Background: an optimization exercise with open tools, aiming at small area, a short achievable clock period and few clock cycles. Do not read the settings as production practice.
Only simulation tests tie the RTL to the original design; equivalence was not proved.
Power is estimated from default activity; no workload was simulated.

## run B
## aes_round_stream
module aes_round_stream #(
    parameter int unsigned TAG_W = 4
) (
    input  logic             clk,
    input  logic             rst_n,
    input  logic             sys_en,
    input  logic             in_valid,
    output logic             in_ready,
    input  logic [127:0]     in_state,
    input  logic [127:0]     in_key,
    input  logic             in_last,
    input  logic [TAG_W-1:0] in_tag,
    output logic             out_valid,
    input  logic             out_ready,
    output logic [127:0]     out_state,
    output logic [TAG_W-1:0] out_tag,
    output logic             out_last
);
    function automatic logic [7:0] xtime(input logic [7:0] b);
        xtime = {b[6:0], 1'b0} ^ (b[7] ? 8'h1b : 8'h00);
    endfunction
    logic v2_q, v3_q;
    logic en2, en3;
    assign en3      = sys_en & (~v3_q | out_ready);
    assign en2      = sys_en & (~v2_q | ~v3_q | out_ready);
    assign in_ready = ~v2_q | ~v3_q | out_ready;
    always_ff @(posedge clk) begin
        if (!rst_n) begin
            v2_q <= 1'b0;
            v3_q <= 1'b0;
        end else begin
            if (en2) v2_q <= in_valid;
            if (en3) v3_q <= v2_q;
        end
    end
    logic [7:0]   sb [16];
    logic [127:0] sr_w;
    for (genvar n = 0; n < 16; n++) begin : g_sb
        aes_sbox u_sbox (.x(in_state[127 - 8*n -: 8]), .s(sb[n]));
    end
    for (genvar c = 0; c < 4; c++) begin : g_sr_col
        for (genvar r = 0; r < 4; r++) begin : g_sr_row
            assign sr_w[127 - 8*(4*c + r) -: 8] = sb[4*((c + r) % 4) + r];
        end
    end
    logic [127:0]     s2_sr_q, s2_key_q;
    logic             s2_last_q;
    logic [TAG_W-1:0] s2_tag_q;
    always_ff @(posedge clk) begin
        if (en2) begin
            s2_sr_q   <= sr_w;
            s2_key_q  <= in_key;
            s2_last_q <= in_last;
            s2_tag_q  <= in_tag;
        end
    end
    logic [127:0] ark_w;
    for (genvar c = 0; c < 4; c++) begin : g_mc_col
        logic [7:0] a [4];
        logic [7:0] t;
        for (genvar r = 0; r < 4; r++) begin : g_in
            assign a[r] = s2_sr_q[127 - 8*(4*c + r) -: 8];
        end
        assign t = a[0] ^ a[1] ^ a[2] ^ a[3];
        for (genvar r = 0; r < 4; r++) begin : g_out
            assign ark_w[127 - 8*(4*c + r) -: 8] =
  ...
For scale: about 11,000 cells after synthesis, roughly 400 flip-flops, roughly 400 I/O pins.
clock: 5.0 ns
lec_check: 0
abc_area: 1
cap_margin: 20
core_margin: 2
core_utilization: 40
place_density: 0.55
setup_slack_margin: 2.6
slew_margin: 20
standard.sh (not shown) runs the stock make flow with config.mk's settings and CLKGATE_MAP_FILE= SYNTH_SCRIPT=/design/flow/synth_recipe.tcl, a recipe that flattens the netlist after the stock synthesis.
==> flow/flow/run.sh <==
#!/bin/bash
# Layout flow: the standard ORFS flow (standard.sh, unchanged synthesis),
# with the ports buffered by plain buf_2 cells instead of the delay-buffer
# cell ORFS picks by default. Each step's full log stays in orfs/logs/; the
# make output goes to make_finish.log.
set -euo pipefail
export BUFFER_PORTS_ARGS="-buffer_cell sky130_fd_sc_hd__buf_2"
bash standard.sh finish > make_finish.log 2>&1
Testbench counts of run B, summed over its fixed seeds: cycles 2,064.
> inputs changed (run B -> run D)
# run B
export LEC_CHECK = 0
export ABC_AREA = 1
export CAP_MARGIN = 20
export CORE_MARGIN = 2
export CORE_UTILIZATION = 40
export PLACE_DENSITY = 0.55
export SETUP_SLACK_MARGIN = 2.6
export SLEW_MARGIN = 20
create_clock -name core_clock -period 5.0 [get_ports {clk}]
# run D
export LEC_CHECK = 0
export ABC_AREA = 1
export CAP_MARGIN = 20
export CORE_MARGIN = 2
export CORE_UTILIZATION = 48
export PLACE_DENSITY = 0.62
export SETUP_SLACK_MARGIN = 2.9
export SLEW_MARGIN = 20
create_clock -name core_clock -period 5.0 [get_ports {clk}]
==> flow/flow/run.sh <==
#!/bin/bash
# Layout flow: the standard ORFS flow (standard.sh) with two changes:
#  - synthesis skips Yosys's adder extraction (ADDER_MAP_FILE empty), so the
#    S-box decode logic is left to ABC instead of being cut into half-adder
#    cells; registers are untouched by this (it only affects combinational
#    mapping);
#  - the ports are buffered by plain buf_2 cells instead of the delay-buffer
#    cell ORFS picks by default.
# Each ORFS step's full log stays in orfs/logs/; make's output goes to
# make_finish.log.
set -euo pipefail
export ADDER_MAP_FILE=
export BUFFER_PORTS_ARGS="-buffer_cell sky130_fd_sc_hd__buf_2"
bash standard.sh finish > make_finish.log 2>&1
Findings:
- The slack of the critical path of run D is higher than that of run B.
- Between run D and run B, it is run D whose wire length of the first global-routing pass is lower, by about 7%.
- Diff run B -> run D | fraction of area in multi-input gates | decrease of 3.6 points

========
The RTL this note starts from:
==> flow/design.v <==
module aes_sbox (
    input  logic [7:0] x,
    output logic [7:0] s
);
    localparam logic [2047:0] SBOX_TBL = {
        128'h637c777bf26b6fc53001672bfed7ab76,
        128'hca82c97dfa5947f0add4a2af9ca472c0,
        128'hb7fd9326363ff7cc34a5e5f171d83115,
        128'h04c723c31896059a071280e2eb27b275,
        128'h09832c1a1b6e5aa0523bd6b329e32f84,
        128'h53d100ed20fcb15b6acbbe394a4c58cf,
        128'hd0efaafb434d338545f9027f503c9fa8,
        128'h51a3408f929d38f5bcb6da2110fff3d2,
        128'hcd0c13ec5f974417c4a77e3d645d1973,
        128'h60814fdc222a908846eeb814de5e0bdb,
        128'he0323a0a4906245cc2d3ac629195e479,
        128'he7c8376d8dd54ea96c56f4ea657aae08,
        128'hba78252e1ca6b4c6e8dd741f4bbd8b8a,
        128'h703eb5664803f60e613557b986c11d9e,
        128'he1f8981169d98e949b1e87e9ce5528df,
        128'h8ca1890dbfe6426841992d0fb054bb16
    };
    assign s = SBOX_TBL[{~x, 3'b000} +: 8];
endmodule
module aes_round_stream #(
    parameter int unsigned TAG_W = 4
) (
    input  logic             clk,
    input  logic             rst_n,
    input  logic             sys_en,
    input  logic             in_valid,
    output logic             in_ready,
    input  logic [127:0]     in_state,
    input  logic [127:0]     in_key,
    input  logic             in_last,
    input  logic [TAG_W-1:0] in_tag,
    output logic             out_valid,
    input  logic             out_ready,
    output logic [127:0]     out_state,
    output logic [TAG_W-1:0] out_tag,
    output logic             out_last
);
    function automatic logic [7:0] xtime(input logic [7:0] b);
        xtime = {b[6:0], 1'b0} ^ (b[7] ? 8'h1b : 8'h00);
    endfunction
    logic v2_q, v3_q;
    logic en2, en3;
    assign en3      = sys_en & (~v3_q | out_ready);
    assign en2      = sys_en & (~v2_q | ~v3_q | out_ready);
    assign in_ready = ~v2_q | ~v3_q | out_ready;
    always_ff @(posedge clk) begin
        if (!rst_n) begin
            v2_q <= 1'b0;
            v3_q <= 1'b0;
        end else begin
            if (en2) v2_q <= in_valid;
            if (en3) v3_q <= v2_q;
        end
    end
    logic [7:0]   sb [16];
    logic [127:0] sr_w;
    for (genvar n = 0; n < 16; n++) begin : g_sb
        aes_sbox u_sbox (.x(in_state[127 - 8*n -: 8]), .s(sb[n]));
    end
    for (genvar c = 0; c < 4; c++) begin : g_sr_col
        for (genvar r = 0; r < 4; r++) begin : g_sr_row
            assign sr_w[127 - 8*(4*c + r) -: 8] = sb[4*((c + r) % 4) + r];
        end
    end
    logic [127:0]     s2_sr_q, s2_key_q;
    logic             s2_last_q;
    logic [TAG_W-1:0] s2_tag_q;
    always_ff @(posedge clk) begin
        if (en2) begin
            s2_sr_q   <= sr_w;
            s2_key_q  <= in_key;
            s2_last_q <= in_last;
            s2_tag_q  <= in_tag;
        end
    end
    logic [127:0] ark_w;
    for (genvar c = 0; c < 4; c++) begin : g_mc_col
        logic [7:0] a [4];
        logic [7:0] t;
        for (genvar r = 0; r < 4; r++) begin : g_in
            assign a[r] = s2_sr_q[127 - 8*(4*c + r) -: 8];
        end
        assign t = a[0] ^ a[1] ^ a[2] ^ a[3];
        for (genvar r = 0; r < 4; r++) begin : g_out
            assign ark_w[127 - 8*(4*c + r) -: 8] =
                a[r] ^ s2_key_q[127 - 8*(4*c + r) -: 8] ^
                ({8{~s2_last_q}} & (t ^ xtime(a[r] ^ a[(r + 1) % 4])));
        end
    end
    logic [127:0]     s3_state_q;
    logic             s3_last_q;
    logic [TAG_W-1:0] s3_tag_q;
    always_ff @(posedge clk) begin
        if (en3) begin
            s3_state_q <= ark_w;
            s3_last_q  <= s2_last_q;
            s3_tag_q   <= s2_tag_q;
        end
    end
    assign out_valid = v3_q;
    assign out_state = s3_state_q;
    assign out_tag   = s3_tag_q;
    assign out_last  = s3_last_q;
endmodule
export LEC_CHECK = 0
export ABC_AREA = 1
export CAP_MARGIN = 20
export CORE_MARGIN = 2
export CORE_UTILIZATION = 40
export PLACE_DENSITY = 0.55
export SETUP_SLACK_MARGIN = 2.7
export SLEW_MARGIN = 20
create_clock -name core_clock -period 5.0 [get_ports {clk}]
==> flow/flow/run.sh <==
#!/bin/bash
# Layout flow: the standard ORFS flow (standard.sh) with two changes:
#  - synthesis skips Yosys's adder extraction (ADDER_MAP_FILE empty), so the
#    S-box decode logic is left to ABC instead of being cut into half-adder
#    cells; registers are untouched by this (it only affects combinational
#    mapping);
#  - the ports are buffered by plain buf_2 cells instead of the delay-buffer
#    cell ORFS picks by default.
# Each ORFS step's full log stays in orfs/logs/; make's output goes to
# make_finish.log.
set -euo pipefail
export ADDER_MAP_FILE=
export BUFFER_PORTS_ARGS="-buffer_cell sky130_fd_sc_hd__buf_2"
bash standard.sh finish > make_finish.log 2>&1
Testbench counts at the start, summed over its fixed seeds: cycles 2,064.
==> next run, changes <==
Settings changed: CORE_UTILIZATION 40 to 55, PLACE_DENSITY 0.55 to 0.68.
Worst hold slack improves by 4.4 ps. Design area is lower slightly. Sequential share of layout area is higher by 0.34 points. Critical path depth is lower by 10. Clock power is lower by a few percent. Final cell count is lower by a few percent. Core utilization is higher by 16 points. Area after synthesis does not change.
==> next run, changes <==
Settings changed: CORE_UTILIZATION 55 to 40, PLACE_DENSITY 0.68 to 0.55, SETUP_SLACK_MARGIN 2.7 to 3.0.
Final area went up by 19%.
Synthesized area stays the same.
Sequential power stays flat.
Via count went up by 1.5%.
Sequential cell count is unchanged.
Synthesized cell count stays the same.

-- afterwards: timing with drivers on the ports --
How much do the figures lean on ideal ports? The routed layouts below were timed once more, with nothing changed but the port constraints. Step 1, drivers: a clkbuf_16 drives clk and a buf_2 each remaining input, both assumed. Step 2 also shifts input and output timing later by t, the mid clock arrival at the registers, as if the neighbouring blocks saw the same clock. Slacks: ideal ports / drivers / drivers and shift; pairs: ideal ports / drivers.
run | t (ns) | setup WS [ns] | worst setup path after step 2
run B | 0.758 | 2.525 / 2.505 / 1.747 | input to register
run D | 0.742 | 2.604 / 2.534 / 1.949 | input to register
the first run of note 2 | 0.754 | 2.509 / 2.521 / 1.805 | input to register
the second run of note 2 | 0.748 | 2.594 / 2.498 / 1.750 | input to register
the third run of note 2 | 0.753 | 2.585 / 2.511 / 2.016 | input to register
After both steps setup and hold are still met in every run listed. The setup slack of the second run of note 2, which loses most, moves by -0.096 ns with the drivers and by -0.844 ns with both steps.
